Source: an optimization exercise on an open RTL-to-GDS flow (aim: small area, a short achievable clock period and few clock cycles). Production flows keep margins and buffers that such runs may drop. Function was checked by simulation only, so behaviour that the tests miss may differ from the original. Power and IR drop assume default switching activity.

== north ==
## multicycle_core
module multicycle_core #(
  parameter int DATA_W     = 32,
  parameter int IMEM_DEPTH = 16,
  parameter int DMEM_DEPTH = 16,
  parameter int MAX_INSTR  = 256
) (
  input  logic                          clk,
  input  logic                          rst,
  input  logic                          start,
  output logic                          busy,
  output logic                          done,
  output logic                          err,
  input  logic                          imem_we,
  input  logic [$clog2(IMEM_DEPTH)-1:0] imem_addr,
  input  logic [33:0]                   imem_wdata,
  output logic [$clog2(IMEM_DEPTH)-1:0] pc,
  input  logic [4:0]                    probe_reg_addr,
  output logic [DATA_W-1:0]             probe_reg_data,
  input  logic [$clog2(DMEM_DEPTH)-1:0] probe_dm_addr,
  output logic [DATA_W-1:0]             probe_dm_data
);
clock: 12.0 ns
lec_check: 0
abc_clock_period_in_ps: 5000
cap_margin: 20
cell_pad_in_sites_global_placement: 2
core_margin: 2
core_utilization: 60
cts_buf_list: sky130_fd_sc_hd__clkbuf_16
cts_cluster_diameter: 95
cts_cluster_size: 26
place_density: 0.75
setup_slack_margin: 5
slew_margin: 20
synth_hierarchical: 1
synth_minimum_keep_size: 0
run.sh (not shown) runs the stock make flow with config.mk's settings and CLKGATE_MAP_FILE= SYNTH_SCRIPT=/design/flow/synth_recipe.tcl, a recipe that flattens the netlist after the stock synthesis.
Testbench counts of north, summed over its fixed seeds: cycles 31,375.
The inputs of south differ from those of north as listed below.
--- a/flow/design.v
+++ b/flow/design.v
@@ -26,12 +26,14 @@
   logic                  r_busy;
   logic                  r_done;
   logic                  r_err;
   logic [c_IMEM_AW-1:0]  r_pc;      
   logic [c_CNT_W-1:0]    r_cnt;     
   logic [33:0]           r_ir;      
+  logic                  r_go;      
+  logic                  r_halt;    
   logic                  r_e_go;
   logic                  r_e_wen;       
   logic                  r_e_mem_write;
   logic                  r_e_load;      
   logic [2:0]            r_e_alu_ctl;
   logic [4:0]            r_e_dest;
@@ -52,13 +54,13 @@
   logic [IMEM_DEPTH-1:0] w_sel_f;
   always_ff @(posedge clk) begin
     if (imem_we && !r_busy) begin
       r_imem[imem_addr] <= imem_wdata;
     end
   end
-  assign w_fetch_addr = r_pc;
+  assign w_fetch_addr = r_busy ? r_pc : '0;
   always_comb begin
     for (int j = 0; j < IMEM_DEPTH; j++) begin
       w_sel_f[j] = (w_fetch_addr == c_IMEM_AW'(j));
     end
   end
   for (genvar b = 0; b < 34; b++) begin : g_im_rd
@@ -66,13 +68,12 @@
     always_comb begin
       for (int j = 0; j < IMEM_DEPTH; j++) w_col[j] = r_imem[j][b];
     end
     mc_ao16 u_rd (.d(w_col), .s(w_sel_f), .y(w_fetch[b]));
   end
   assign w_fetch_halt = (w_fetch == 34'd0);
-  assign r_ir         = w_fetch;
   logic [4:0]            w_rs;
   logic [4:0]            w_rt;
   logic [4:0]            w_dest;
   logic [DATA_W-1:0]     w_ra;
   logic [DATA_W-1:0]     w_rb;
   logic [DATA_W-1:0]     w_wb_data;
@@ -195,16 +196,16 @@
     r_e_wen       <= r_ir[33] && (w_dest != 5'd0);
     r_e_mem_write <= r_ir[32];
     r_e_load      <= r_ir[26] && !r_ir[32];
     r_e_alu_ctl   <= r_ir[29:27];
     r_e_dest      <= w_dest;
   end
-  logic w_go;       
   logic w_issue;    
-  assign w_go      = !w_fetch_halt && (r_cnt != c_CNT_W'(MAX_INSTR));
-  assign w_issue   = r_busy && w_go;
+  logic w_load_ir;  
+  assign w_issue   = r_busy && r_go;
+  assign w_load_ir = w_issue || (!r_busy && start);
   always_ff @(posedge clk or posedge rst) begin
     if (rst) begin
       r_busy <= 1'b0;
       r_done <= 1'b0;
       r_err  <= 1'b0;
       r_pc   <= '0;
@@ -213,29 +214,34 @@
       r_e_go <= w_issue;
       if (!r_busy) begin
         if (start) begin
           r_busy <= 1'b1;
           r_done <= 1'b0;
           r_err  <= 1'b0;
-          r_pc   <= '0;
+          r_pc   <= c_IMEM_AW'(1);
         end
-      end else begin
+      end else if (r_go) begin
         r_pc   <= r_pc + c_IMEM_AW'(1);
-        if (!w_go) begin
-          r_busy <= 1'b0;
-          r_done <= 1'b1;
-          r_err  <= !w_fetch_halt;
-        end
+      end else begin
+        r_busy <= 1'b0;
+        r_done <= 1'b1;
+        r_err  <= !r_halt;
       end
     end
   end
   always_ff @(posedge clk) begin
+    if (w_load_ir) begin
+      r_ir   <= w_fetch;
+      r_halt <= w_fetch_halt;
+    end
     if (!r_busy) begin
       r_cnt <= '0;
-    end else if (w_go) begin
+      r_go  <= !w_fetch_halt;
+    end else if (r_go) begin
       r_cnt <= r_cnt + c_CNT_W'(1);
+      r_go  <= !w_fetch_halt && (r_cnt != c_CNT_W'(MAX_INSTR - 1));
     end
   end
   assign busy           = r_busy;
   assign done           = r_done;
   assign err            = r_err;
   assign pc             = r_pc;
==> comparison <==
- The number of top-level pins on north is in line with that on south.
- Against north, per-cell routed wire length in south fell by a few percent.
- south: count of plain and timing-repair buffers in the layout 151 below north
- Critical path arrival was lower in the run labelled south.
- Diff north..south | final-layout setup total negative slack | unchanged
- Class of the most critical setup path = input pin to output port: south; class of the most critical setup path = flip-flop to output port: north
- From north to south the numbers moved as follows: sequential power higher; power lower; count of clock-buffer cells in the layout higher.
- Changes observed in south relative to north: final worst-path cycle share has decreased; number of stages on the worst hold path -1; post-CTS resize count shows a reduction of 32%; cell area now smaller.
- Global-route usage | south below north
Testbench counts of south, summed over its fixed seeds: cycles 31,375.

-- static timing again, ports no longer ideal --
No port has a modelled driver above. Below, the same layouts with a new extraction and two added sets of constraints. Step 1: set_driving_cell puts a clkbuf_16 on clk and a buf_2 on each other input, an assumption about the parent block. Step 2 moves the port delays by t, midway between the first and last clock arrival at a register: inputs arrive t later, outputs are due t later. That takes back most of the time a late clock gives input paths. a / b / c = ideal ports / drivers / drivers and shift; a / b = the first two.
| run | t (ns) | setup slack, ns | worst setup path after step 2 | slew at the worst register clock pin (ns) | worst slew at a driven data input, ns |
|---|---|---|---|---|---|
| north | 0.851 | 4.921 / 4.835 / 4.433 | input to register | 0.11 / 0.11 | 0.13 |
| south | 0.847 | 5.029 / 5.001 / 4.572 | input to register | 0.11 / 0.11 | 0.12 |
After both steps setup and hold are still met in every run listed. For north, which loses most, drivers alone change the setup slack by -0.086 ns; drivers and shift together by -0.488 ns.
